This design comes from an exercise in tuning for small area, a short achievable clock period and few clock cycles on the open sky130 flow, not from production work.
In this exercise RTL edits were held to simulation tests only and were not proved equivalent to the original.

==> flow/flow/run.sh <==
#!/bin/bash
# The standard layout, with three changes:
#  - the port buffers are buf_1 cells instead of the default choice;
#  - after the standard synthesis, flow/fa_polarity.py removes the inverters
#    that synthesis leaves around full adders and XOR gates (choosing each
#    adder's polarity and XOR/XNOR), then the standard flow continues from
#    that netlist. Registers and their names are untouched;
#  - after the resizer's repair, flow/io_paths.tcl sizes up the cells on the
#    paths from input ports to output ports while that makes the worst of
#    them faster (detailed placement then legalizes).
# Each tool's output goes to a log file of its own here.
set -euo pipefail
export BUFFER_PORTS_ARGS="-buffer_cell sky130_fd_sc_hd__buf_1"
export POST_RESIZE_TCL="$PWD/flow/io_paths.tcl"
RES="$PWD/orfs/results/sky130hd/md_unit/base"
bash standard.sh "$RES/1_2_yosys.v" > standard_synth.log 2>&1
cp "$RES/1_2_yosys.v" yosys_netlist_before_fa_polarity.v
python3 flow/fa_polarity.py yosys_netlist_before_fa_polarity.v "$RES/1_2_yosys.v" > fa_polarity.log 2>&1
touch "$RES/1_2_yosys.v"
bash standard.sh > standard.log 2>&1
==> flow/flow/fa_polarity.py <==
#!/usr/bin/env python3
"""Remove inverters around full adders and XOR gates of a flat netlist.

A full adder is self-dual: FA(~a, ~b, ~c) = (~sum, ~cout). An XOR gate takes
any inversion of an input or its output by becoming an XNOR, and the other
way round. Synthesis leaves many inverters next to these cells because the
adders are extracted with an arbitrary polarity. This script collapses every
inverter into an inversion flag on the pins it feeds, chooses for each full
adder whether to use it as is or as its dual, and for each XOR/XNOR gate the
polarity of its output, so that the fewest nets need a complemented copy, and
then builds one inverter per net that still needs one. Flip-flops, ports and
all other cells keep their function and connections; every flip-flop input
and output port sees the same logic function as before.

usage: fa_polarity.py in.v out.v
"""
import math
import random
import re
import sys
from collections import defaultdict

P = 'sky130_fd_sc_hd__'
INV_RE = re.compile(r'^%s(clk)?inv_\d+$' % P)
FA_RE = re.compile(r'^%sfa_\d+$' % P)
XOR_RE = re.compile(r'^%sx(n)?or2_(\d+)$' % P)
OUT_PINS = {'X', 'Y', 'Q', 'Q_N', 'SUM', 'COUT', 'HI', 'LO'}


def parse(text):
    m = re.search(r'\bmodule\s+(\S+)\s*\((.*?)\);(.*)\bendmodule', text, re.S)
    if not m:
        raise SystemExit('fa_polarity: no module')
    top, portlist, body = m.group(1), m.group(2), m.group(3)
    decls, assigns, cells = [], [], []
    cell_re = re.compile(r'^(\S+)\s+(\S+)\s*\((.*)\)$', re.S)
    for s in body.split(';'):
        s1 = re.sub(r'\s+', ' ', s.strip())
        if not s1:
            continue
        if re.match(r'^(input|output|inout|wire)\b', s1):
            decls.append(s1)
        elif s1.startswith('assign '):
            assigns.append(s1)
        else:
            cm = cell_re.match(s1)
            if not cm:
                raise SystemExit('fa_polarity: cannot parse: ' + s1[:200])
            pl = [[pm.group(1), re.sub(r'\s+', '', pm.group(2))]
                  for pm in re.finditer(r'\.(\w+)\(\s*([^()]*?)\s*\)', cm.group(3))]
            cells.append({'type': cm.group(1), 'name': cm.group(2), 'pins': pl})
    return text[:m.start()], top, portlist, decls, assigns, cells, text[m.end():]


def port_nets(decls, kinds):
    out = set()
    for d in decls:
        k = d.split(' ', 1)[0]
        if k not in kinds:
            continue
        d = d[len(k):].strip()
        mm = re.match(r'^\[(\d+):(\d+)\]\s*(.*)$', d)
        rng = None
        if mm:
            rng = (int(mm.group(1)), int(mm.group(2)))
            d = mm.group(3)
        for nme in [x.strip() for x in d.split(',') if x.strip()]:
            if rng:
                for b in range(min(rng), max(rng) + 1):
                    out.add('%s[%d]' % (nme, b))
            out.add(nme)
    return out


def main(src, dst, seed=1):
    pre, top, portlist, decls, assigns, cells, post = parse(open(src).read())
    outports = port_nets(decls, ('output', 'inout'))
    fixed = set()
    for a in assigns:
        am = re.match(r'^assign (.*?) = (.*)$', a)
        for side in (am.group(1), am.group(2)):
            for n in re.split(r'[{},]', side):
                n = re.sub(r'\s+', '', n)
                if n:
                    fixed.add(n)
    keep_name = outports | fixed

    # Inverters that can be collapsed: their output is an ordinary net.
    inv_of = {}
    for c in cells:
        if INV_RE.match(c['type']):
            pins = dict(c['pins'])
            if pins['Y'] not in keep_name:
                inv_of[pins['Y']] = pins['A']
                c['gone'] = True

    def resolve(n):
        flag = 0
        seen = set()
        while n in inv_of:
            if n in seen:
                raise SystemExit('fa_polarity: inverter loop')
            seen.add(n)
            n = inv_of[n]
            flag ^= 1
        return n, flag

    live = [c for c in cells if not c.get('gone')]
    # Which cells may change polarity.
    for c in live:
        outs = [p[1] for p in c['pins'] if p[0] in OUT_PINS]
        c['outs'] = outs
        c['kind'] = None
        if any(o in keep_name for o in outs):
            continue
        if FA_RE.match(c['type']):
            c['kind'] = 'fa'
        elif XOR_RE.match(c['type']):
            c['kind'] = 'xor'
    driver = {}
    for c in live:
        for o in c['outs']:
            driver[o] = c

    edges = []
    for c in live:
        for i, p in enumerate(c['pins']):
            if p[0] in OUT_PINS:
                continue
            s, f = resolve(p[1])
            e = {'cell': c, 'i': i, 'src': s, 'base': f,
                 'free': c['kind'] == 'xor'}
            edges.append(e)
    loads = defaultdict(list)
    for e in edges:
        loads[e['src']].append(e)
    in_edges = defaultdict(list)
    for e in edges:
        in_edges[id(e['cell'])].append(e)

    var_cells = [c for c in live if c['kind']]
    for c in live:
        c['v'] = 0

    def src_phase(s):
        d = driver.get(s)
        return d['v'] if d is not None and d['kind'] else 0

    def eff(e):
        f = e['base'] ^ src_phase(e['src'])
        if e['cell']['kind'] == 'fa':
            f ^= e['cell']['v']
        return f

    c1 = defaultdict(int)
    c0 = defaultdict(int)
    for e in edges:
        if e['free']:
            continue
        if eff(e):
            c1[e['src']] += 1
        else:
            c0[e['src']] += 1

    def toggle(c):
        """Flip cell c; return the change in nets needing a complement."""
        touched = {}

        def note(s):
            if s not in touched:
                touched[s] = c1[s] > 0
        if c['kind'] == 'fa':
            for e in in_edges[id(c)]:
                s = e['src']
                note(s)
                if eff(e):
                    c1[s] -= 1
                    c0[s] += 1
                else:
                    c0[s] -= 1
                    c1[s] += 1
        for o in c['outs']:
            note(o)
            c0[o], c1[o] = c1[o], c0[o]
        c['v'] ^= 1
        return sum((c1[s] > 0) - was for s, was in touched.items())

    cost = sum(1 for s in set(c1) | set(c0) if c1[s] > 0)
    start = cost
    rnd = random.Random(seed)
    best = cost
    best_v = [c['v'] for c in var_cells]
    # Greedy passes, then annealing from the greedy result.
    for _ in range(20):
        changed = False
        for c in var_cells:
            d = toggle(c)
            if d < 0:
                cost += d
                changed = True
            else:
                toggle(c)
        if not changed:
            break
    best = cost
    best_v = [c['v'] for c in var_cells]
    n = len(var_cells)
    iters = 60 * n
    for k in range(iters):
        t = 1.0 * (1 - k / iters) + 0.02
        c = var_cells[rnd.randrange(n)]
        d = toggle(c)
        if d <= 0 or rnd.random() < math.exp(-d / t):
            cost += d
            if cost < best:
                best = cost
                best_v = [x['v'] for x in var_cells]
        else:
            toggle(c)
    for c, v in zip(var_cells, best_v):
        c['v'] = v
    for _ in range(20):
        changed = False
        for c in var_cells:
            d = toggle(c)
            if d < 0:
                changed = True
            else:
                toggle(c)
        if not changed:
            break

    # Rebuild. A flipped cell's output net carries the complement of its
    # old value; every load is wired to the net or to its one inverted copy.
    newwires = []
    inv_net = {}
    extra = []

    def inverted(s):
        if s not in inv_net:
            k = len(inv_net) + 1
            nn = '_fapol_n%d_' % k
            inv_net[s] = nn
            newwires.append(nn)
            extra.append((P + 'inv_1', '_fapol_i%d_' % k, [['A', s], ['Y', nn]]))
        return inv_net[s]

    nflip = 0
    for c in live:
        if c['kind'] == 'xor':
            par = 0
            for e in in_edges[id(c)]:
                par ^= e['base'] ^ src_phase(e['src'])
                c['pins'][e['i']][1] = e['src']
            mt = XOR_RE.match(c['type'])
            xn = (1 if mt.group(1) else 0) ^ par ^ c['v']
            c['type'] = '%sx%sor2_%s' % (P, 'n' if xn else '', mt.group(2))
            for p in c['pins']:
                if p[0] in ('X', 'Y'):
                    p[0] = 'Y' if xn else 'X'
            nflip += c['v']
        else:
            if c['kind'] == 'fa':
                nflip += c['v']
            for e in in_edges[id(c)]:
                c['pins'][e['i']][1] = inverted(e['src']) if eff(e) else e['src']

    out = [pre, 'module %s(%s);\n' % (top, portlist)]
    for d in decls:
        out.append('  %s ;\n' % d)
    for w in newwires:
        out.append('  wire %s;\n' % w)
    for c in live:
        pins = ',\n'.join('    .%s(%s )' % (p[0], p[1]) for p in c['pins'])
        out.append('  %s %s (\n%s\n  );\n' % (c['type'], c['name'], pins))
    for t, nme, pl in extra:
        pins = ',\n'.join('    .%s(%s )' % (p[0], p[1]) for p in pl)
        out.append('  %s %s (\n%s\n  );\n' % (t, nme, pins))
    for a in assigns:
        out.append('  %s ;\n' % a)
    out.append('endmodule\n')
    out.append(post)
    open(dst, 'w').write(''.join(out))
    ninv_before = sum(1 for c in cells if INV_RE.match(c['type']))
    ninv_after = sum(1 for c in live if INV_RE.match(c['type'])) + len(extra)
    sys.stderr.write('fa_polarity: %d adders and XOR gates, %d flipped; inverters %d -> %d\n'
                     % (len(var_cells), nflip, ninv_before, ninv_after))


if __name__ == '__main__':
    main(sys.argv[1], sys.argv[2])
==> flow/flow/io_paths.tcl <==
# Size up the cells on the combinational paths from the input ports to the
# output ports (MD_OP -> MD_OUT, start/cancel/D_MD -> md_stall), one cell
# at a time, keeping a change only if it makes the worst such path faster.
# Run after the resizer's repair_design; detailed placement legalizes after.
proc io_ins {} {
  set ins {}
  foreach p [all_inputs] {
    if {[llength [get_clocks -quiet]] && [lsearch -exact [get_full_name [get_clocks]] [get_full_name $p]] >= 0} { continue }
    if {[get_full_name $p] eq "clk"} { continue }
    lappend ins $p
  }
  return $ins
}
proc io_worst {ins} {
  set pe [find_timing_paths -from $ins -to [all_outputs] -group_path_count 1]
  if {[llength $pe] == 0} { return [list 1e9 {}] }
  set e [lindex $pe 0]
  set insts {}
  foreach pin [[$e path] pins] {
    set c [get_cells -quiet -of_objects $pin]
    if {$c ne "" && [lsearch -exact $insts [get_full_name $c]] < 0} { lappend insts [get_full_name $c] }
  }
  return [list [$e slack] $insts]
}
proc io_bigger {ref} {
  if {![regexp {^(.*)_([0-9]+)$} $ref -> fam drv]} { return {} }
  set out {}
  foreach d {1 2 4 8} {
    if {$d <= $drv} { continue }
    set lc [get_lib_cells -quiet */${fam}_$d]
    if {$lc ne ""} { lappend out [get_name $lc] }
  }
  return $out
}
set io_ins [io_ins]
estimate_parasitics -placement
set start [lindex [io_worst $io_ins] 0]
set changes 0
# First, the cells that several input-to-output paths share (those driving
# four or more pins) take the largest size up to 8 (buffers) or 4 (gates),
# kept only if the worst path does not get slower.
set shared {}
foreach e [find_timing_paths -from $io_ins -to [all_outputs] -group_path_count 200 -endpoint_path_count 4] {
  foreach pin [[$e path] pins] {
    if {[get_property $pin direction] ne "output"} { continue }
    set c [get_cells -quiet -of_objects $pin]
    if {$c eq ""} { continue }
    set net [get_nets -quiet -of_objects $pin]
    if {$net eq "" || [llength [get_pins -quiet -of_objects $net -filter "direction==input"]] < 4} { continue }
    if {[lsearch -exact $shared [get_full_name $c]] < 0} { lappend shared [get_full_name $c] }
  }
}
foreach inst $shared {
  set c [get_cells $inst]
  set ref [get_property $c ref_name]
  set cands [io_bigger $ref]
  if {$cands eq {}} { continue }
  if {[string match *buf* $ref]} { set cand [lindex $cands end] } else {
    set cand [lindex $cands end]
    foreach x $cands { if {[string match *_4 $x]} { set cand $x } }
  }
  set s0 [lindex [io_worst $io_ins] 0]
  replace_cell $c $cand
  if {[lindex [io_worst $io_ins] 0] < $s0} { replace_cell $c $ref } else {
    incr changes
    puts "io_paths: shared $inst -> $cand"
  }
}
for {set it 0} {$it < 40} {incr it} {
  lassign [io_worst $io_ins] s0 insts
  set best_s $s0
  set best {}
  foreach inst $insts {
    set c [get_cells $inst]
    set ref [get_property $c ref_name]
    foreach cand [io_bigger $ref] {
      replace_cell $c $cand
      set s [lindex [io_worst $io_ins] 0]
      if {$s > $best_s + 2e-12} { set best_s $s; set best [list $inst $cand] }
      replace_cell $c $ref
    }
  }
  if {$best eq {}} {
    # No single cell helps: try two cells of the worst path together.
    set n [llength $insts]
    for {set i 0} {$i < $n} {incr i} {
      set ci [get_cells [lindex $insts $i]]
      set ri [get_property $ci ref_name]
      foreach candi [io_bigger $ri] {
        replace_cell $ci $candi
        for {set k [expr {$i + 1}]} {$k < $n} {incr k} {
          set ck [get_cells [lindex $insts $k]]
          set rk [get_property $ck ref_name]
          foreach candk [io_bigger $rk] {
            replace_cell $ck $candk
            set s [lindex [io_worst $io_ins] 0]
            if {$s > $best_s + 2e-12} {
              set best_s $s
              set best [list [lindex $insts $i] $candi [lindex $insts $k] $candk]
            }
            replace_cell $ck $rk
          }
        }
        replace_cell $ci $ri
      }
    }
  }
  if {$best eq {}} { break }
  foreach {inst cand} $best {
    replace_cell [get_cells $inst] $cand
    incr changes
    puts "io_paths: $inst -> $cand"
  }
  puts "io_paths: worst input-to-output slack [format %.3f [expr {$best_s * 1e9}]] ns"
}
puts "io_paths: $changes cells sized up; worst input-to-output slack [format %.3f [expr {$start * 1e9}]] -> [format %.3f [expr {[lindex [io_worst $io_ins] 0] * 1e9}]] ns"
==> flow/standard.sh <==
#!/bin/bash
# synth_recipe.tcl (not shown) runs the flow's synth.tcl, then flattens the netlist and writes it again
# the make line also repeats each setting of config.mk as NAME=value (left out here)
make -C /OpenROAD-flow-scripts/flow DESIGN_CONFIG=/design/flow/config.mk WORK_HOME=/design/flow/orfs CLKGATE_MAP_FILE= SYNTH_SCRIPT=/design/flow/synth_recipe.tcl "${@:-finish}"
==> flow/config.mk <==
export PLATFORM = sky130hd
export DESIGN_NAME = md_unit
export DESIGN_NICKNAME = md_unit
export VERILOG_FILES = /design/flow/design.v
export SDC_FILE = /design/flow/constraint.sdc
export NUM_CORES = 4
export LEC_CHECK = 0
export ABC_AREA = 1
export CAP_MARGIN = 20
export CORE_MARGIN = 2
export CORE_UTILIZATION = 40
export SLEW_MARGIN = 20
==> flow/constraint.sdc <==
create_clock -name core_clock -period 90.0 [get_ports {clk}]
set_input_delay 18.0000 -clock core_clock [delete_from_list [all_inputs] [get_ports {clk}]]
set_output_delay 18.0000 -clock core_clock [all_outputs]
set_load 0.01 [all_outputs]
==> flow/design.v <==
`default_nettype none
module md_unit (
    input  logic        clk,
    input  logic        reset,
    input  logic        start,
    input  logic [2:0]  MD_OP,
    input  logic [31:0] A,
    input  logic [31:0] B,
    input  logic        cancel,
    input  logic        D_MD,
    output logic        busy,
    output logic [31:0] MD_OUT,
    output logic [31:0] HI,
    output logic [31:0] LO,
    output logic        md_stall
);
    localparam int KB  = 8;               
    localparam int KD  = 2;               
    localparam int W   = 32 + KD;         
    localparam int RW  = 49;              
    logic          r_busy;
    logic          r_div;       
    logic          r_corr;      
    logic          r_cor;       
    logic          r_bp;        
    logic          r_hx;        
    logic          r_negq;      
    logic          r_negr;      
    logic [4:0]    r_cnt;       
    logic [W-1:0]  r_d;         
    logic [31:0]   r_hi;
    logic [31:0]   r_lo;
    wire op_mul = (MD_OP[2:1] == 2'b00);
    wire op_div = (MD_OP[2:1] == 2'b01);
    wire op_sgn = ~MD_OP[0];
    wire a_short = (A[31:15] == {17{op_sgn & A[31]}});
    wire b_short = (B[31:15] == {17{op_sgn & B[31]}});
    wire m_swap  = b_short ? 1'b0 :
                   a_short ? 1'b1 : (~op_sgn & B[31] & ~A[31]);
    wire m_short = a_short | b_short;
    wire [31:0] mc = m_swap ? B : A;              
    wire [31:0] mp = m_swap ? A : B;              
    wire [32:0]   m    = r_busy ? r_d[32:0] : {op_sgn & mc[31], mc};
    wire [15:0]   dig  = r_busy ? r_lo[15:0] : mp[15:0];
    wire          dgm  = r_busy & r_bp;
    wire [32:0]   acc  = r_busy ? {r_hx, r_hi} : 33'd0;
    wire [16:0]   bb   = {dig, dgm};
    logic [RW-1:0] pterm [0:KB-1];
    logic [KB-1:0] negs;
    genvar j, i;
    generate
        for (j = 0; j < KB; j++) begin : g_dig
            wire        b1  = bb[2*j+2];
            wire        b0  = bb[2*j+1];
            wire        bm  = bb[2*j];
            wire        one = b0 ^ bm;
            wire        two = (b1 & ~b0 & ~bm) | (~b1 & b0 & bm);
            wire        neg = b1 & ~(b0 & bm);
            wire [33:0] me  = {m[32], m};
            wire [33:0] m2  = {m, 1'b0};
            wire [33:0] pp  = (({34{one}} & me) | ({34{two}} & m2)) ^ {34{neg}};
            wire [RW-1:0] px = {{(RW-35){1'b0}}, 1'b1, ~pp[33], pp[32:0]};
            wire [RW-1:0] pn = (j == 0) ? '0 : (RW'(negs[(j > 0) ? j-1 : 0]) << (2*j-2));
            assign pterm[j] = (px << (2*j)) | pn;
            assign negs[j]  = neg;
        end
    endgenerate
    wire [RW-1:0] mext = (RW'(1) << 32) | (RW'(negs[KB-1]) << (2*KB-2));
    logic [RW-1:0] cs_s [0:KB];
    logic [RW-1:0] cs_c [0:KB];
    assign cs_s[0] = {{(RW-33){1'b0}}, ~acc[32], acc[31:0]};
    assign cs_c[0] = mext;
    generate
        for (j = 0; j < KB; j++) begin : g_csa
            wire [RW-1:0] p  = pterm[j];
            wire [RW-1:0] a  = cs_s[j];
            wire [RW-1:0] b  = cs_c[j];
            wire [RW-1:0] co = (a & b) | (p & (a ^ b));
            assign cs_s[j+1] = a ^ b ^ p;
            assign cs_c[j+1] = {co[RW-2:0], 1'b0};
        end
    endgenerate
    wire [RW-1:0] msum = cs_s[KB] + cs_c[KB];
    wire        a_neg  = op_sgn & A[31];
    wire        b_neg  = op_sgn & B[31];
    wire [31:0] a_m1   = A - {31'd0, a_neg};
    wire [31:0] a_est  = a_neg ? ~a_m1 : A;
    wire [31:0] b_est  = b_neg ? ~B : B;
    wire        b_zero = (B == 32'd0);
    function automatic logic [5:0] lead1(input logic [31:0] x);
        lead1 = 6'd0;
        for (int k = 0; k < 32; k++)
            if (x[k]) lead1 = 6'(k);
    endfunction
    wire [5:0] la    = lead1(a_est);
    wire [5:0] lb    = lead1(b_est);
    wire       quick = (la < lb);                   
    wire [5:0] sdiff = la - lb;                     
    wire [3:0] dsh   = sdiff[4:1];
    wire [W-1:0] b_ext = {{(W-32){b_neg}}, B};
    wire [W-1:0] b_sh  = {b_ext[W-2:0], 1'b0} << {dsh, 1'b0};
    wire [W-1:0] d_div = (b_neg ? b_sh : ~b_sh) ^ {W{a_neg}};
    wire           last = (r_cnt == 5'd0);
    logic [31:0]   drem [0:KD];
    logic [KD-1:0] qbit;
    wire           dcin = ~r_negq;
    assign drem[0] = r_hi;
    generate
        for (j = 0; j < KD; j++) begin : g_drow
            wire [W-1:0] y = (r_d >> j) | ({W{r_d[W-1]}} & ~({W{1'b1}} >> j));
            wire [W-1:0] x = {{(W-32){r_negr}}, drem[j]};
            wire [W:0]   c;
            wire [W-1:0] s;
            wire         ok;
            assign c[0] = dcin;
            for (i = 0; i < W; i++) begin : g_bit
                assign s[i]   = x[i] ^ y[i] ^ c[i];
                assign c[i+1] = (x[i] & y[i]) | (c[i] & (x[i] ^ y[i]));
            end
            if (j == 0) begin : g_ok0
                assign ok = (s[W-1] ^ ~r_negr) | r_cor;
            end else begin : g_okn
                assign ok = (s[W-1] ^ ~r_negr) & ~r_cor;
            end
            assign qbit[KD-1-j] = ok ^ r_negq;
            assign drem[j+1]    = ok ? s[31:0] : drem[j];
        end
    endgenerate
    wire [31:0] div_q  = {r_lo[31-KD:0], qbit};
    wire [31:0] div_hi = (last & r_negr) ? drem[KD] + 32'd1 : drem[KD];
    wire [31:0] div_lo = (last & r_negq) ? div_q + 32'd1    : div_q;
    always_ff @(posedge clk) begin
        if (reset) begin
            r_busy <= 1'b0;
            r_hi   <= 32'd0;
            r_lo   <= 32'd0;
        end else if (!r_busy) begin
            if (start && !cancel) begin
                if (op_mul) begin
                    if (m_short) begin
                        r_hi <= {{15{msum[48]}}, msum[48:32]};
                        r_lo <= msum[31:0];
                    end else begin
                        r_busy <= 1'b1;
                        r_div  <= 1'b0;
                        r_corr <= ~op_sgn & A[31] & B[31];
                        r_cor  <= 1'b0;
                        r_negr <= 1'b0;
                        r_negq <= 1'b1;
                        r_cnt  <= 5'd0;
                        r_bp   <= mp[15];
                        r_d    <= W'({op_sgn & mc[31], mc});
                        r_hx   <= msum[48];
                        r_hi   <= msum[47:16];
                        r_lo   <= {msum[15:0], mp[31:16]};
                    end
                end else if (op_div) begin
                    if (!b_zero) begin
                        if (quick) begin
                            r_hi <= A;
                            r_lo <= 32'd0;
                        end else begin
                            r_busy <= 1'b1;
                            r_div  <= 1'b1;
                            r_cor  <= 1'b0;
                            r_cnt  <= {1'b0, dsh};
                            r_d    <= d_div;
                            r_negq <= a_neg ^ b_neg;
                            r_negr <= a_neg;
                            r_hi   <= a_m1;
                            r_lo   <= {32{a_neg ^ b_neg}};
                        end
                    end
                end else if (MD_OP == 3'b100) begin
                    r_hi <= A;
                end else if (MD_OP == 3'b101) begin
                    r_lo <= A;
                end
            end
        end else begin
            r_cnt <= r_cnt - 5'd1;
            if (last && !(r_corr && !r_div)) r_busy <= 1'b0;
            if (r_div) begin
                r_hi <= div_hi;
                if (!r_cor) r_lo <= div_lo;
                r_d  <= {{KD{r_d[W-1]}}, r_d[W-1:KD]};
            end else begin
                r_hi <= msum[47:16];
                r_lo <= {msum[15:0], r_lo[31:16]};
                if (r_corr) begin
                    r_div <= 1'b1;
                    r_cor <= 1'b1;
                    r_cnt <= 5'd0;
                end
            end
        end
    end
    assign busy     = r_busy;
    assign HI       = r_hi;
    assign LO       = r_lo;
    assign md_stall = D_MD & (r_busy | (start & ~cancel));
    assign MD_OUT   = (MD_OP == 3'b110) ? r_hi :
                      (MD_OP == 3'b111) ? r_lo : 32'd0;
endmodule
`default_nettype wire
==> results of run 1 <==
-- cells in the final DEF (no fill, tap or decap), types with 42 or more instances in the layout --
cell type / count
inv_1: 475
xor2_1: 183
xnor2_1: 198
buf_1: 166
nand3_1: 162
buf_4: 85
ha_1: 122
edfxtp_1: 46
fa_1: 297
dfxtp_1: 64
a21oi_1: 190
nand2_1: 704
o211ai_1: 68
o22ai_1: 299
nor2_1: 249
o21ai_0: 252
o21ai_1: 42
-- worst reg2reg max path, delay by kind of cell, from the launching register on --
| kind | cells | cell delay [ps] |
|---|---|---|
| xor+xnor | 3 | 760 |
| flops | 1 | 550 |
| fa+ha+maj | 64 | 24720 |
| buf+inv | 12 | 1700 |
| simple gates | 17 | 2940 |
| compound gates | 6 | 730 |
-- cell type report --
class	count	area share [%]
diodes	2	0.0166
clock buffers	9	0.748
clock inverters	7	0.183
inverters	480	6.01
multi-input cells	3114	75.8
flip-flops and latches	111	8.92
well taps	940	3.91
repair buffers	257	4.45
-- sequential cells by signal, indices dropped and copies added (netlist names), 5 cells and up --
| name | flops |
|---|---|
| r_d | 34 |
| r_cnt | 5 |
| r_hi | 32 |
| r_lo | 32 |
-- layer usage --
layer	wire length, um	vias up
met1	53400	14700
met4	6260	2
met5	13	-
met2	53900	1813
met3	14800	273
li1	-	13400
-- worst paths after layout --
| path | from | to | slack (ps) |
|---|---|---|---|
| hold / removal | r_corr$_DFFE_PP_ | r_div$_DFFE_PP_ | 600 |
| hold reg to reg | r_corr$_DFFE_PP_ | r_div$_DFFE_PP_ | 600 |
| setup reg to reg | r_negq$_SDFFCE_PP1P_ | r_lo[30]$_SDFFE_PP0P_ | 58480 |
| setup / recovery | MD_OP[0] | MD_OUT[2] | 53140 |
-- per-stage QoR --
stage	util, %	instances
final	42.8	4920
after global routing	42.8	4918
after CTS	42.8	4917
after detailed placement	42.4	4901
after global placement	42.3	4901
after floorplan	-	3964
==> results.sh, run 1 <==
export IMPL_run_status="finished clean"
export IMPL_hold_viol_final=0
export IMPL_grt_use_met3_pct=7.58
export IMPL_hp_class="flip-flop to flip-flop"
export IMPL_worstMarginPinSlew_ps=1160
export IMPL_path_max_fanout=32
export IMPL_dpl_instance_area_um2=29800
export IMPL_design_die_area_um2=73400
export IMPL_multi_input_area_um2=22800
export IMPL_port_buffers=169
export IMPL_netlist_area_um2=28500
export IMPL_register_area_um2=2690
export IMPL_crit_path_slowest_cell="buf_8"
export IMPL_max_slew_violation_count=0
export IMPL_use_met2_pct=50.4
export IMPL_cpMostUsedCell="buf_8"
export IMPL_maxCapViolations=0
export IMPL_setup_worst_path_class="input port to primary output"
export IMPL_cts_clk_slew_worst_paths_ps=80
export IMPL_cpPeakStageDelay_ps=210
export IMPL_cts_path_max_buffers=2
export IMPL_core_area_um2=70300
export IMPL_critical_path_start_type="input port"
export IMPL_antenna_violating_nets_post_route=0
export IMPL_route_detailed_vias_per_inst=6.13
export IMPL_grt_setup_unrepaired="no"
export IMPL_grt_pass1_wl_um=188000
export IMPL_tns_ps=0
export IMPL_crit_arrival_ps=18860
export IMPL_drtIter0Drc=4408
export IMPL_period_share_pct=41.0
export IMPL_holdWs_ps=604
export IMPL_number_of_logic_stages_on_the_critical_path_including_buffering=6
export IMPL_grt_usage_pct=34.3
export IMPL_antenna_found_initial=5
export IMPL_total_detailed_routing_wirelength_um=128000
export IMPL_path_buf_inv=4
export IMPL_number_of_global_route_vias_before_repair=27700
export IMPL_tritoncts_clock_tree="done"
export IMPL_count_of_cells_along_the_worst_register_to_register_path=102
export IMPL_avgRoutedWirePerCell_um=26.1
export IMPL_n_fill_cell=7528
export IMPL_worst_setup_path_end_kind="primary output"
export IMPL_routing_layer_with_the_top_usage_in_global_route="met2"
export IMPL_finClkSkew_ps=15.4
export IMPL_drt_first_pass_iters=7
export IMPL_maximum_number_of_pins_on_one_net_before_global_route_repair=91
export IMPL_insertion_delay_ps=400
export IMPL_route_detailed_drc=0
export IMPL_cts_buffers_inserted=9
export IMPL_layout_drive_gt1_share_pct=5.48
export IMPL_layout_nets=4464
export IMPL_worstPathRequired_ps=72000
export IMPL_fmax_mhz=27.1
export IMPL_synthCells=3964
export IMPL_synth_fp_nets=4455
export IMPL_holdPathStages=2
export IMPL_clkSinkCount=111
export IMPL_postCtsHoldBufs=0
export IMPL_fin_area_um2=30100
export IMPL_crit_family="buffers and inverters"
export IMPL_clock_root_buffer="clkbuf_16"
export IMPL_starting_density_pct=40.6
export IMPL_cells_along_the_critical_path="buf_8, inv_8, nand3_1, buf_8, o22ai_1, buf_1"
export IMPL_chipHeight_um=271
export IMPL_hpwl_um=103000
export IMPL_final_critical_path_setup_slack_ps=53140
export IMPL_report_final_setup_viol=0
export IMPL_cts_htree_levels=3
export IMPL_final_period_minus_worst_setup_slack_ps=36860
export IMPL_grt_overflow_total=0
export IMPL_synth_warning_count=5
export IMPL_io_pins=170
export IMPL_postCtsResizedCells=0
export IMPL_area_growth_synth_to_final_pct=5.65
export IMPL_grt_met1_usage_pct=48.5
export IMPL_die_width_um=271
export IMPL_dr_total_vias=30200
export IMPL_postCtsSetupRepairBufs=0
export IMPL_syn_avg_cell_area_um2=7.19
export IMPL_slew_headroom_pct=22.2
export IMPL_routabilityCongestion=1.07
export IMPL_number_of_cell_rows=97
export IMPL_place_ws_ps=53160
Testbench counts, summed over its fixed seeds: cycles 49,782.
==> inputs of run 2 (changes only) <==
==> flow/flow/run.sh (replaced) <==
#!/bin/bash
# The standard layout, with these changes:
#  - the port buffers are buf_1 cells instead of the default choice;
#  - after the standard synthesis, the combinational logic is mapped again:
#    flow/fa_polarity.py removes the inverters synthesis leaves around full
#    adders and XOR gates (choosing each adder's polarity and XOR/XNOR);
#    then Yosys/ABC re-maps all other combinational cells with an
#    area-oriented script (flow/resynth.abc), keeping flip-flops, full and
#    half adders and tie cells as they are; then fa_polarity.py once more.
#    Flip-flops keep their cells and names;
#  - after the resizer's repair, flow/io_paths.tcl sizes up the cells on the
#    paths from input ports to output ports while that makes the worst of
#    them faster (detailed placement then legalizes).
# Each tool's output goes to a log file of its own here.
set -euo pipefail
export BUFFER_PORTS_ARGS="-buffer_cell sky130_fd_sc_hd__buf_1"
export POST_RESIZE_TCL="$PWD/flow/io_paths.tcl"
RES="$PWD/orfs/results/sky130hd/md_unit/base"
LIB="$FLOW_HOME/platforms/sky130hd/lib/sky130_fd_sc_hd__tt_025C_1v80.lib"
bash standard.sh "$RES/1_2_yosys.v" > standard_synth.log 2>&1
cp "$RES/1_2_yosys.v" netlist_0_standard.v
python3 flow/fa_polarity.py netlist_0_standard.v netlist_1_polarity.v > fa_polarity_1.log 2>&1
KEEP=$(grep -oE "sky130_fd_sc_hd__(fa|ha|df|edf|sdf|dl|conb|clk|probe|lpflow|tap|fill|decap|diode|ebuf|einv|sdl|macro)[a-z0-9_]*" "$LIB" | sort -u | tr '\n' ' ')
cat > resynth.ys <<EOS
read_liberty -ignore_miss_func $LIB
blackbox $KEEP
read_verilog netlist_1_polarity.v
hierarchy -top md_unit
flatten
opt_clean
abc -liberty $LIB $(cat flow/dont_use.txt) -script $PWD/flow/resynth.abc
opt_clean -purge
tee -o resynth_stat.txt stat -liberty $LIB
write_verilog -noattr -nohex -nodec netlist_2_resynth.v
EOS
yosys -s resynth.ys > resynth.log 2>&1
python3 flow/fa_polarity.py netlist_2_resynth.v "$RES/1_2_yosys.v" > fa_polarity_2.log 2>&1
touch "$RES/1_2_yosys.v"
bash standard.sh > standard.log 2>&1
==> flow/flow/dont_use.txt (new file) <==
-dont_use sky130_fd_sc_hd__lpflow_bleeder_1 -dont_use sky130_fd_sc_hd__lpflow_clkbufkapwr_1 -dont_use sky130_fd_sc_hd__lpflow_clkbufkapwr_16 -dont_use sky130_fd_sc_hd__lpflow_clkbufkapwr_2 -dont_use sky130_fd_sc_hd__lpflow_clkbufkapwr_4 -dont_use sky130_fd_sc_hd__lpflow_clkbufkapwr_8 -dont_use sky130_fd_sc_hd__lpflow_clkinvkapwr_1 -dont_use sky130_fd_sc_hd__lpflow_clkinvkapwr_16 -dont_use sky130_fd_sc_hd__lpflow_clkinvkapwr_2 -dont_use sky130_fd_sc_hd__lpflow_clkinvkapwr_4 -dont_use sky130_fd_sc_hd__lpflow_clkinvkapwr_8 -dont_use sky130_fd_sc_hd__lpflow_decapkapwr_12 -dont_use sky130_fd_sc_hd__lpflow_decapkapwr_3 -dont_use sky130_fd_sc_hd__lpflow_decapkapwr_4 -dont_use sky130_fd_sc_hd__lpflow_decapkapwr_6 -dont_use sky130_fd_sc_hd__lpflow_decapkapwr_8 -dont_use sky130_fd_sc_hd__lpflow_inputiso0n_1 -dont_use sky130_fd_sc_hd__lpflow_inputiso0p_1 -dont_use sky130_fd_sc_hd__lpflow_inputiso1n_1 -dont_use sky130_fd_sc_hd__lpflow_inputiso1p_1 -dont_use sky130_fd_sc_hd__lpflow_inputisolatch_1 -dont_use sky130_fd_sc_hd__lpflow_isobufsrc_1 -dont_use sky130_fd_sc_hd__lpflow_isobufsrc_16 -dont_use sky130_fd_sc_hd__lpflow_isobufsrc_2 -dont_use sky130_fd_sc_hd__lpflow_isobufsrc_4 -dont_use sky130_fd_sc_hd__lpflow_isobufsrc_8 -dont_use sky130_fd_sc_hd__lpflow_isobufsrckapwr_16 -dont_use sky130_fd_sc_hd__lpflow_lsbuf_lh_hl_isowell_tap_1 -dont_use sky130_fd_sc_hd__lpflow_lsbuf_lh_hl_isowell_tap_2 -dont_use sky130_fd_sc_hd__lpflow_lsbuf_lh_hl_isowell_tap_4 -dont_use sky130_fd_sc_hd__lpflow_lsbuf_lh_isowell_4 -dont_use sky130_fd_sc_hd__lpflow_lsbuf_lh_isowell_tap_1 -dont_use sky130_fd_sc_hd__lpflow_lsbuf_lh_isowell_tap_2 -dont_use sky130_fd_sc_hd__lpflow_lsbuf_lh_isowell_tap_4 -dont_use sky130_fd_sc_hd__probe_p_8 -dont_use sky130_fd_sc_hd__probec_p_8 
==> flow/flow/resynth.abc (new file) <==
strash
 dc2
 dch -f
 map -a
 strash
 dch -f
 map -a
 topo
 upsize -c
 dnsize -c
==> run 2 against run 1 <==
  * Critical endpoint is now MD_OUT[27]
  * Non-clock buffer count rose by 12
  * Core utilization rose by 1.3 points
  * Area after synthesis fell by 7.0%
  * Sequential share of layout area rose by 0.35 points
  * Register-to-register slack got worse by 1400 ps
  * Via count fell by 3.0%
  * Critical path depth did not move
==> results.sh, run 2 <==
export IMPL_run_status="finished clean"
export IMPL_grt_setup_unrepaired="no"
export IMPL_tns_ps=0
export IMPL_biggestRegsByFlops="r_d x34, r_hi x32, r_lo x32"
export IMPL_postCtsResizedCells=0
export IMPL_grt_pass1_wl_um=196000
export IMPL_synth_fp_nets=4023
export IMPL_number_of_cell_rows=94
export IMPL_worstPathRequired_ps=72000
export IMPL_chipHeight_um=261
export IMPL_r2r_start="r_negq$_SDFFCE_PP1P_"
export IMPL_hold_path_startpoint="r_hi[13]$_SDFFE_PP0P_"
export IMPL_cts_path_max_buffers=2
export IMPL_count_of_cells_along_the_worst_register_to_register_path=97
export IMPL_hp_class="flip-flop to flip-flop"
export IMPL_place_ws_ps=53070
export IMPL_report_final_setup_viol=0
export IMPL_postCtsHoldBufs=0
export IMPL_starting_density_pct=40.4
export IMPL_final_critical_path_setup_slack_ps=53040
export IMPL_holdWs_ps=582
export IMPL_placedCellCount=4542
export IMPL_instances_no_fill=4563
export IMPL_worstMarginPinSlew_ps=1320
export IMPL_synth_warning_count=5
export IMPL_hold_viol_final=0
export IMPL_die_width_um=261
export IMPL_timing_reg2reg_setup_slack_ps=57110
export IMPL_maxCapViolations=0
export IMPL_holdPathStages=2
export IMPL_antenna_violating_nets_post_route=0
export IMPL_largest_register="r_d"
export IMPL_cts_buffers_inserted=9
export IMPL_drtIter0Drc=4255
export IMPL_setup_worst_path_class="input port to primary output"
export IMPL_final_period_minus_worst_setup_slack_ps=36960
export IMPL_route_detailed_vias_per_inst=6.41
export IMPL_clock_root_buffer="clkbuf_16"
export IMPL_cts_clk_slew_worst_paths_ps=90
export IMPL_core_area_um2=65600
export IMPL_antenna_found_initial=7
export IMPL_mostFrequentLayoutCell="inv_1"
export IMPL_insertion_delay_ps=430
export IMPL_crit_arrival_ps=18960
export IMPL_total_detailed_routing_wirelength_um=136000
export IMPL_layout_drive_gt1_share_pct=5.66
export IMPL_postCtsSetupRepairBufs=0
export IMPL_maximum_number_of_pins_on_one_net_before_global_route_repair=57
export IMPL_route_detailed_drc=0
export IMPL_critical_path_reg2reg_endpoint="r_hi[31]$_SDFFE_PP0P_"
export IMPL_grt_usage_pct=39.8
export IMPL_syn_avg_cell_area_um2=7.50
export IMPL_port_buffers=169
export IMPL_layout_nets=4180
export IMPL_fin_area_um2=28900
export IMPL_period_share_pct=41.1
export IMPL_area_growth_synth_to_final_pct=9.24
export IMPL_n_fill_cell=7006
export IMPL_max_slew_violation_count=0
export IMPL_finClkSkew_ps=22.6
export IMPL_critical_path_start_type="input port"
export IMPL_dpl_instance_area_um2=28600
export IMPL_io_pins=170
export IMPL_largest_register_ffs=34
export IMPL_netlist_area_um2=26500
export IMPL_slew_headroom_pct=11.1
export IMPL_timing_hold_worst_endpoint="r_hi[13]$_SDFFE_PP0P_"
export IMPL_layout_core_utilization_pct=44.1
export IMPL_grt_overflow_total=0
export IMPL_hpwl_um=110000
export IMPL_routabilityCongestion=1.06
export IMPL_fmax_mhz=27.1
export IMPL_tritoncts_clock_tree="done"
export IMPL_synthCells=3532
export IMPL_layout_cells_most_common_list="455 x inv_1, 334 x nor2_1, 332 x o22ai_1"
export IMPL_clkSinkCount=111
export IMPL_worst_setup_path_end_kind="primary output"
export IMPL_drt_first_pass_iters=8
export IMPL_dr_total_vias=29300
export IMPL_avgRoutedWirePerCell_um=29.9
export IMPL_path_max_fanout=28
export IMPL_number_of_global_route_vias_before_repair=27800
export IMPL_design_die_area_um2=68300
export IMPL_cts_htree_levels=3
[run 2: critical path, stage by stage]
cell and delay [ps]:
buf_8 130, inv_8 70, nand3_4 120, buf_8 210, o22ai_1 230, buf_1 180
[run 2: worst max-delay path by stage]
stage / startpoint / to / depth (start not counted)
finish: MD_OP[0] / MD_OUT[27] / 6
global route: MD_OP[0] / MD_OUT[12] / 6
CTS: MD_OP[0] / MD_OUT[17] / 6
detailed placement: MD_OP[0] / MD_OUT[17] / 6
global placement: MD_OP[0] / MD_OUT[11] / 6
floorplan: MD_OP[2] / MD_OUT[10] / 4
[run 2: per-layer routing]
metal	track usage [%]	wire [um]	up-vias
met3	10.8	16400	343
met2	58.8	56800	1818
met5	0	37	-
met1	54.6	55900	14400
li1	-	-	12700
met4	17.0	7220	6
[run 2: layout make-up]
class	instances	area, um2	share of cell area [%]
multi-input combinational	2839	21700	75.1
sequential	111	2680	9.27
inverter	459	1730	5.98
timing repair buffer	269	1420	4.92
tap	864	1080	3.74
clock buffer	11	243	0.839
clock inverter	5	40.0	0.138
antenna	5	12.5	0.0432
==> inputs of run 3 (changes only) <==
==> flow/flow/resynth.abc (replaced) <==
strash
dc2
dch -f
map -a
strash
dch -f
map -a
topo
buffer -c
upsize -c
dnsize -c
==> run 3 against run 2 <==
  * Fmax shrank 0.19%
  * Global-route usage shrank 1.7 points
  * Register-to-register slack gained 200 ps
  * Hold slack lost 15 ps
  * Synthesized cell count grew 3.5%
  * Die area grew 1.5%
  * Sequential cell count is the same
  * Area after synthesis grew 1.6%
  * Clock-buffer cell count shrank 2
  * Critical path type unchanged
  * Critical endpoint is now MD_OUT[17]
  * Highest routed layer unchanged
==> results.sh, run 3 <==
export IMPL_layout_nets=4178
export IMPL_synthCells=3656
export IMPL_port_buffers=169
export IMPL_synth_fp_nets=4147
export IMPL_period_share_pct=41.1
export IMPL_hpwl_um=107000
export IMPL_grt_usage_pct=38.2
export IMPL_cts_htree_levels=3
export IMPL_crit_family="buffers and inverters"
export IMPL_synth_warning_count=5
export IMPL_number_of_logic_stages_on_the_critical_path_including_buffering=5
export IMPL_clkSinkCount=111
export IMPL_drtIter0Drc=4423
export IMPL_design_die_area_um2=69400
export IMPL_count_of_cells_along_the_worst_register_to_register_path=96
export IMPL_total_detailed_routing_wirelength_um=135000
export IMPL_drt_first_pass_iters=6
export IMPL_holdPathStages=2
export IMPL_postCtsResizedCells=0
export IMPL_mostFrequentLayoutCell="inv_1"
export IMPL_tns_ps=0
export IMPL_critical_path_start_type="input port"
export IMPL_cpPeakStageDelay_ps=320
export IMPL_netlist_area_um2=26900
export IMPL_clock_root_buffer="clkbuf_16"
export IMPL_max_slew_violation_count=0
export IMPL_crit_arrival_ps=19030
export IMPL_report_final_setup_viol=0
export IMPL_antenna_violating_nets_post_route=0
export IMPL_setup_worst_path_class="input port to primary output"
export IMPL_grt_use_met3_pct=11.2
export IMPL_grt_met1_usage_pct=50.6
export IMPL_number_of_global_route_vias_before_repair=27800
export IMPL_die_width_um=263
export IMPL_layout_cells_most_common_list="455 x inv_1, 335 x nor2_1, 332 x o22ai_1"
export IMPL_slew_headroom_pct=21.0
export IMPL_dpl_instance_area_um2=28600
export IMPL_cells_along_the_critical_path="buf_8, inv_8, nand3_4, o22ai_1, buf_1"
export IMPL_largest_register_ffs=34
export IMPL_place_ws_ps=52990
export IMPL_antenna_found_initial=7
export IMPL_area_growth_synth_to_final_pct=7.63
export IMPL_dr_total_vias=29500
export IMPL_hold_viol_final=0
export IMPL_number_of_cell_rows=95
export IMPL_tritoncts_clock_tree="done"
export IMPL_cts_clk_slew_worst_paths_ps=110
export IMPL_final_critical_path_setup_slack_ps=52970
export IMPL_postCtsHoldBufs=0
export IMPL_worstMarginPinSlew_ps=1170
export IMPL_syn_avg_cell_area_um2=7.36
export IMPL_maxCapViolations=0
export IMPL_final_period_minus_worst_setup_slack_ps=37030
export IMPL_starting_density_pct=40.2
export IMPL_grt_setup_unrepaired="no"
export IMPL_maximum_number_of_pins_on_one_net_before_global_route_repair=53
export IMPL_layout_drive_gt1_share_pct=5.66
export IMPL_largest_register="r_d"
export IMPL_route_detailed_vias_per_inst=6.44
export IMPL_postCtsSetupRepairBufs=0
export IMPL_io_pins=170
export IMPL_cts_path_max_buffers=2
export IMPL_path_max_fanout=32
export IMPL_grt_overflow_total=0
export IMPL_route_detailed_drc=0
export IMPL_use_met2_pct=57.2
export IMPL_layout_core_utilization_pct=43.3
export IMPL_hp_class="flip-flop to flip-flop"
export IMPL_path_buf_inv=3
export IMPL_biggestRegsByFlops="r_d x34, r_hi x32, r_lo x32"
export IMPL_grt_pass1_wl_um=194000
export IMPL_run_status="finished clean"
export IMPL_chipHeight_um=263
export IMPL_core_area_um2=66900
export IMPL_fin_area_um2=29000
export IMPL_routabilityCongestion=1.12
export IMPL_routing_layer_with_the_top_usage_in_global_route="met2"
export IMPL_worst_setup_path_end_kind="primary output"
export IMPL_cts_buffers_inserted=9
export IMPL_finClkSkew_ps=21.2
export IMPL_fmax_mhz=27.0
export IMPL_insertion_delay_ps=430
export IMPL_n_fill_cell=7041
export IMPL_worstPathRequired_ps=72000
export IMPL_crit_path_slowest_cell="o22ai_1"
export IMPL_avgRoutedWirePerCell_um=29.5
run 3: path summary, 6_finish.rpt:
check                   startpoint                     to  slack [ps]
min          r_lo[31]$_SDFFE_PP0P_  r_lo[31]$_SDFFE_PP0P_         570
min reg2reg  r_lo[31]$_SDFFE_PP0P_  r_lo[31]$_SDFFE_PP0P_         570
max                       MD_OP[0]             MD_OUT[17]       52970
max reg2reg   r_negq$_SDFFCE_PP1P_  r_hi[31]$_SDFFE_PP0P_       57310
run 3: layer usage:
metal	routed length [um]	share of wire [%]
met1	52900	39
met4	7580	5.6
met5	11	0.0082
met3	17300	13
met2	57000	42
run 3: per-stage QoR:
step                cells  hold slack (ps)
floorplan            3656              498
global placement     4549              543
detailed placement   4549              548
CTS                  4565              565
global route         4565              599
finish               4573              568
run 3: layout make-up:
class                      instances  area (um2)  area share [%]
antenna                            8        20.0          0.0691
sequential                       111        2680            9.27
clock buffer                       9         225           0.778
tap                              873        1090            3.77
inverter                         457        1720            5.95
clock inverter                     7        73.8           0.255
timing repair buffer             269        1410            4.87
multi-input combinational       2839       21700            75.0
run 3: worst register-to-register path: cells and delay by family (launching register included):
kind,cells,cell delay [ps]
flip-flops,1,580
adder cells (fa/ha/maj),64,25430
AND/OR/NAND/NOR,18,4230
buffers and inverters,8,1630
AO/OA/AOI/OAI,6,710
==> inputs of run 4 (changes only) <==
--- a/flow/config.mk
+++ b/flow/config.mk
@@ -6,7 +6,7 @@
 export NUM_CORES = 4
 export LEC_CHECK = 0
 export ABC_AREA = 1
-export CAP_MARGIN = 20
+export CAP_MARGIN = 10
 export CORE_MARGIN = 2
 export CORE_UTILIZATION = 40
-export SLEW_MARGIN = 20
+export SLEW_MARGIN = 10
==> run 4 against run 3 <==
  * Cell area unchanged
  * Hold slack unchanged
  * Die area unchanged
  * Sequential cell count unchanged
  * Core utilization unchanged
  * Global-route usage unchanged
  * Critical path type unchanged
  * Clock skew unchanged
  * Synthesized cell count unchanged
  * Non-clock buffer count unchanged
  * Sequential share of layout area unchanged
  * Still clean on timing, DRC and antenna
==> results.sh, run 4 <==
export IMPL_cts_clk_slew_worst_paths_ps=110
export IMPL_tns_ps=0
export IMPL_maximum_number_of_pins_on_one_net_before_global_route_repair=53
export IMPL_hold_viol_final=0
export IMPL_run_status="finished clean"
export IMPL_hp_class="flip-flop to flip-flop"
export IMPL_drt_first_pass_iters=6
export IMPL_fmax_mhz=27.0
export IMPL_layout_cells_most_common_list="455 x inv_1, 335 x nor2_1, 332 x o22ai_1"
export IMPL_placedCellCount=4549
export IMPL_biggestRegsByFlops="r_d x34, r_hi x32, r_lo x32"
export IMPL_grt_overflow_total=0
export IMPL_r2r_start="r_negq$_SDFFCE_PP1P_"
export IMPL_cts_path_max_buffers=2
export IMPL_cts_htree_levels=3
export IMPL_number_of_cell_rows=95
export IMPL_drtIter0Drc=4423
export IMPL_tritoncts_clock_tree="done"
export IMPL_worstPathRequired_ps=72000
export IMPL_worst_setup_path_end_kind="primary output"
export IMPL_critical_path_reg2reg_endpoint="r_hi[31]$_SDFFE_PP0P_"
export IMPL_largest_register="r_d"
export IMPL_io_pins=170
export IMPL_max_slew_violation_count=0
export IMPL_holdPathStages=2
export IMPL_area_growth_synth_to_final_pct=7.63
export IMPL_largest_register_ffs=34
export IMPL_starting_density_pct=40.2
export IMPL_grt_setup_unrepaired="no"
export IMPL_hold_path_startpoint="r_lo[31]$_SDFFE_PP0P_"
export IMPL_finClkSkew_ps=21.2
export IMPL_setup_worst_path_class="input port to primary output"
export IMPL_clock_root_buffer="clkbuf_16"
export IMPL_syn_avg_cell_area_um2=7.36
export IMPL_timing_hold_worst_endpoint="r_lo[31]$_SDFFE_PP0P_"
export IMPL_period_share_pct=41.1
export IMPL_total_detailed_routing_wirelength_um=135000
export IMPL_critical_path_start_type="input port"
export IMPL_slew_headroom_pct=21.0
export IMPL_route_detailed_vias_per_inst=6.44
export IMPL_place_ws_ps=52990
export IMPL_clkSinkCount=111
export IMPL_cts_buffers_inserted=9
export IMPL_report_final_setup_viol=0
export IMPL_count_of_cells_along_the_worst_register_to_register_path=96
export IMPL_maxCapViolations=0
export IMPL_design_die_area_um2=69400
export IMPL_postCtsHoldBufs=0
export IMPL_path_max_fanout=32
export IMPL_grt_pass1_wl_um=194000
export IMPL_antenna_violating_nets_post_route=0
export IMPL_postCtsSetupRepairBufs=0
export IMPL_routabilityCongestion=1.12
export IMPL_layout_drive_gt1_share_pct=5.66
export IMPL_layout_nets=4178
export IMPL_synth_warning_count=5
export IMPL_synthCells=3656
export IMPL_crit_arrival_ps=19030
export IMPL_dr_total_vias=29500
export IMPL_synth_fp_nets=4147
export IMPL_antenna_found_initial=7
export IMPL_chipHeight_um=263
export IMPL_mostFrequentLayoutCell="inv_1"
export IMPL_port_buffers=169
export IMPL_final_critical_path_setup_slack_ps=52970
export IMPL_die_width_um=263
export IMPL_timing_reg2reg_setup_slack_ps=57310
export IMPL_postCtsResizedCells=0
export IMPL_number_of_global_route_vias_before_repair=27800
export IMPL_instances_no_fill=4573
export IMPL_worstMarginPinSlew_ps=1170
export IMPL_avgRoutedWirePerCell_um=29.5
export IMPL_netlist_area_um2=26900
export IMPL_insertion_delay_ps=430
export IMPL_final_period_minus_worst_setup_slack_ps=37030
export IMPL_route_detailed_drc=0
export IMPL_grt_usage_pct=38.2
export IMPL_hpwl_um=107000
export IMPL_core_area_um2=66900
-- run 4: cell counts in the layout (fill, tap and decap cells not counted) --
Identical to the previous run, type by type.
-- run 4: layer usage --
metal | up-vias | wire length, um | global-route usage [%] | share of wire [%]
li1 | 12700 | - | - | -
met1 | 14400 | 52900 | 50.6 | 39
met2 | 1987 | 57000 | 57.2 | 42
met3 | 390 | 17300 | 11.2 | 13
met4 | 2 | 7580 | 17.8 | 5.6
met5 | - | 11 | 0 | 0.0082
-- run 4: metrics by stage --
step           instance area [um2]  hold slack (ps)  utilization (%)
5_1_grt                      28900              599             43.2
6_report                     29000              568             43.3
2_1_floorplan                26900              498                -
3_3_place_gp                 28600              543             42.7
4_1_cts                      28900              565             43.2
3_5_place_dp                 28600              548             42.8
-- run 4: worst max-delay path by stage --
stage,start,end,cells past startpoint
floorplan,MD_OP[2],MD_OUT[10],4
detailed placement,MD_OP[0],MD_OUT[23],5
global placement,MD_OP[0],MD_OUT[31],4
finish,MD_OP[0],MD_OUT[17],5
global route,MD_OP[0],MD_OUT[21],5
CTS,MD_OP[0],MD_OUT[23],5
-- run 4: critical path: stages --
cell	delay, ps
buf_8	130
inv_8	60
nand3_4	300
o22ai_1	320
buf_1	180
-- run 4: final cells by class --
| class | instances | area [um2] |
|---|---|---|
| clock buffers | 9 | 225 |
| inverters | 457 | 1720 |
| diodes | 8 | 20.0 |
| well taps | 873 | 1090 |
| fillers | 7041 | 38000 |
| flip-flops and latches | 111 | 2680 |
| repair buffers | 269 | 1410 |
| clock inverters | 7 | 73.8 |
| multi-input cells | 2839 | 21700 |
==> inputs of run 5 (changes only) <==
--- a/flow/flow/run.sh
+++ b/flow/flow/run.sh
@@ -8,6 +8,8 @@
 #    area-oriented script (flow/resynth.abc), keeping flip-flops, full and
 #    half adders and tie cells as they are; then fa_polarity.py once more.
 #    Flip-flops keep their cells and names;
+#  - flow/io_pins.tcl keeps the ports of the input-to-output paths together
+#    on the top edge;
 #  - after the resizer's repair, flow/io_paths.tcl sizes up the cells on the
 #    paths from input ports to output ports while that makes the worst of
 #    them faster (detailed placement then legalizes).
@@ -15,6 +17,7 @@
 set -euo pipefail
 export BUFFER_PORTS_ARGS="-buffer_cell sky130_fd_sc_hd__buf_1"
 export POST_RESIZE_TCL="$PWD/flow/io_paths.tcl"
+export IO_CONSTRAINTS="$PWD/flow/io_pins.tcl"
 RES="$PWD/orfs/results/sky130hd/md_unit/base"
 LIB="$FLOW_HOME/platforms/sky130hd/lib/sky130_fd_sc_hd__tt_025C_1v80.lib"
 bash standard.sh "$RES/1_2_yosys.v" > standard_synth.log 2>&1
==> flow/flow/io_pins.tcl (new file) <==
# Keep the ports of the input-to-output paths together on the top edge:
# MD_OP with MD_OUT, and start/cancel/D_MD with md_stall.
set io_names {}
foreach p {MD_OP[0] MD_OP[1] MD_OP[2] start cancel D_MD md_stall} { lappend io_names $p }
for {set i 0} {$i < 32} {incr i} { lappend io_names "MD_OUT\[$i\]" }
set_io_pin_constraint -pin_names $io_names -region top:*
--- a/flow/config.mk
+++ b/flow/config.mk
@@ -6,7 +6,7 @@
 export NUM_CORES = 4
 export LEC_CHECK = 0
 export ABC_AREA = 1
-export CAP_MARGIN = 10
+export CAP_MARGIN = 20
 export CORE_MARGIN = 2
 export CORE_UTILIZATION = 40
-export SLEW_MARGIN = 10
+export SLEW_MARGIN = 20
==> run 5 against run 4 <==
  * Clock skew up 1.5 ps
  * Non-clock buffer count down 3
  * Cell area about the same
  * Sequential cell count unchanged
  * Synthesized cell count unchanged
  * Via count down 1.3%
  * Clock-buffer cell count unchanged
  * Global-route usage up 0.34 points
  * Largest cell class unchanged
==> results.sh, run 5 <==
export IMPL_largest_register_ffs=34
export IMPL_hold_viol_final=0
export IMPL_number_of_global_route_vias_before_repair=27500
export IMPL_core_area_um2=66900
export IMPL_grt_overflow_total=0
export IMPL_antenna_violating_nets_post_route=0
export IMPL_cts_htree_levels=3
export IMPL_cpPeakStageDelay_ps=270
export IMPL_largest_register="r_d"
export IMPL_worst_setup_path_end_kind="primary output"
export IMPL_total_detailed_routing_wirelength_um=136000
export IMPL_tns_ps=0
export IMPL_grt_usage_pct=38.5
export IMPL_period_share_pct=41.2
export IMPL_postCtsHoldBufs=0
export IMPL_final_period_minus_worst_setup_slack_ps=37040
export IMPL_postCtsResizedCells=0
export IMPL_mostFrequentLayoutCell="inv_1"
export IMPL_port_buffers=169
export IMPL_path_buf_inv=4
export IMPL_finClkSkew_ps=22.7
export IMPL_tritoncts_clock_tree="done"
export IMPL_clock_root_buffer="clkbuf_16"
export IMPL_placedCellCount=4546
export IMPL_dr_total_vias=29100
export IMPL_synthCells=3656
export IMPL_synth_warning_count=5
export IMPL_maximum_number_of_pins_on_one_net_before_global_route_repair=78
export IMPL_maxCapViolations=0
export IMPL_number_of_logic_stages_on_the_critical_path_including_buffering=6
export IMPL_instances_no_fill=4568
export IMPL_die_width_um=263
export IMPL_biggestRegsByFlops="r_d x34, r_hi x32, r_lo x32"
export IMPL_multi_input_area_um2=21700
export IMPL_number_of_cell_rows=95
export IMPL_layout_drive_gt1_share_pct=5.61
export IMPL_syn_avg_cell_area_um2=7.36
export IMPL_worstPathRequired_ps=72000
export IMPL_cells_along_the_critical_path="buf_8, buf_8, inv_8, nand3_4, o22ai_1, buf_1"
export IMPL_insertion_delay_ps=420
export IMPL_hp_class="flip-flop to flip-flop"
export IMPL_drtIter0Drc=3862
export IMPL_path_max_fanout=32
export IMPL_io_pins=170
export IMPL_max_slew_violation_count=0
export IMPL_register_area_um2=2680
export IMPL_cpMostUsedCell="buf_8"
export IMPL_chipHeight_um=263
export IMPL_cts_path_max_buffers=2
export IMPL_grt_pass1_wl_um=196000
export IMPL_report_final_setup_viol=0
export IMPL_worstMarginPinSlew_ps=1270
export IMPL_cts_clk_slew_worst_paths_ps=80
export IMPL_clkSinkCount=111
export IMPL_cts_buffers_inserted=9
export IMPL_route_detailed_drc=0
export IMPL_run_status="finished clean"
export IMPL_postCtsSetupRepairBufs=0
export IMPL_drt_first_pass_iters=7
export IMPL_design_die_area_um2=69400
export IMPL_setup_worst_path_class="input port to primary output"
export IMPL_crit_path_slowest_cell="o22ai_1"
export IMPL_route_detailed_vias_per_inst=6.36
export IMPL_area_growth_synth_to_final_pct=7.57
export IMPL_slew_headroom_pct=14.3
export IMPL_count_of_cells_along_the_worst_register_to_register_path=96
export IMPL_layout_nets=4175
export IMPL_synth_fp_nets=4147
export IMPL_netlist_area_um2=26900
export IMPL_crit_arrival_ps=19040
export IMPL_n_fill_cell=7021
export IMPL_layout_cells_most_common_list="452 x inv_1, 335 x nor2_1, 332 x o22ai_1"
export IMPL_antenna_found_initial=7
export IMPL_holdPathStages=2
export IMPL_critical_path_start_type="input port"
export IMPL_timing_reg2reg_setup_slack_ps=57530
export IMPL_fmax_mhz=27.0
export IMPL_hpwl_um=111000
export IMPL_crit_family="buffers and inverters"
export IMPL_starting_density_pct=40.2
export IMPL_routabilityCongestion=1.09
export IMPL_avgRoutedWirePerCell_um=29.7
export IMPL_grt_setup_unrepaired="no"
[run 5: metrics by stage]
step / utilization (%) / hold WS [ps] / area, um2 / setup WS [ps]
2_1_floorplan: - / 498 / 26900 / 53100
3_5_place_dp: 42.8 / 573 / 28600 / 52970
3_3_place_gp: 42.7 / 567 / 28500 / 52080
5_1_grt: 43.2 / 629 / 28900 / 52890
4_1_cts: 43.2 / 580 / 28900 / 52960
6_report: 43.3 / 578 / 28900 / 52960
[run 5: layout make-up]
cell class | instances | area share, %
Sequential cell | 111 | 9.27
Clock buffer | 9 | 0.778
Inverter | 457 | 5.95
Multi-Input combinational cell | 2839 | 75.0
Timing Repair Buffer | 266 | 4.82
Tap cell | 873 | 3.77
Clock inverter | 7 | 0.316
Antenna cell | 6 | 0.0519
[run 5: worst reg2reg max path, delay by kind of cell (launching register included)]
family                     cells  cell delay [ps]
adders and majority gates     64            25390
and+or+nand+nor               18             4300
buffers and inverters          8             1340
AOI/OAI and AO/OA              6              780
DFF                            1              520
[run 5: layer usage]
metal  up-vias  track usage [%]  part of all wire (%)
met4         8             29.8                   9.6
li1      12700                -                     -
met2      1868             57.5                    42
met5         -                0                 0.043
met3       455             8.37                    11
met1     14100             48.5                    37
[run 5: worst paths after layout]
check	startpoint	end
min	r_lo[24]$_SDFFE_PP0P_	r_lo[24]$_SDFFE_PP0P_
max	MD_OP[0]	MD_OUT[1]
max reg2reg	r_negq$_SDFFCE_PP1P_	r_hi[31]$_SDFFE_PP0P_
min reg2reg	r_lo[24]$_SDFFE_PP0P_	r_lo[24]$_SDFFE_PP0P_

==> separate check: timing with driven ports <==
How much do the figures lean on ideal ports? The routed layouts below were timed once more, with nothing changed but the port constraints.
Step 1 assumes that a clkbuf_16 drives the clock port and a buf_2 every other input.
Step 2 also shifts input and output timing later by t, the mid clock arrival at the registers, as if the neighbouring blocks saw the same clock.
a / b / c = ideal ports / drivers / drivers and shift; a / b = the first two.
run | shift t [ns] | slack for setup (ns) | clock arrival spread, ns | worst register clock-pin slew, ns
run 1 | 0.453 | 53.143 / 53.101 / 53.101 | 0.017 / 0.017 | 0.09 / 0.09
run 2 | 0.482 | 53.042 / 53.005 / 53.005 | 0.022 / 0.023 | 0.10 / 0.10
run 3 | 0.479 | 52.973 / 52.934 / 52.934 | 0.021 / 0.021 | 0.11 / 0.11
run 4 | 0.479 | 52.973 / 52.934 / 52.934 | 0.021 / 0.021 | 0.11 / 0.11
run 5 | 0.474 | 52.956 / 52.913 / 52.913 | 0.023 / 0.023 | 0.10 / 0.10
After both steps every run listed still meets setup and hold. The setup slack of run 5, which loses most, moves by -0.043 ns with the drivers and by -0.043 ns with both steps.
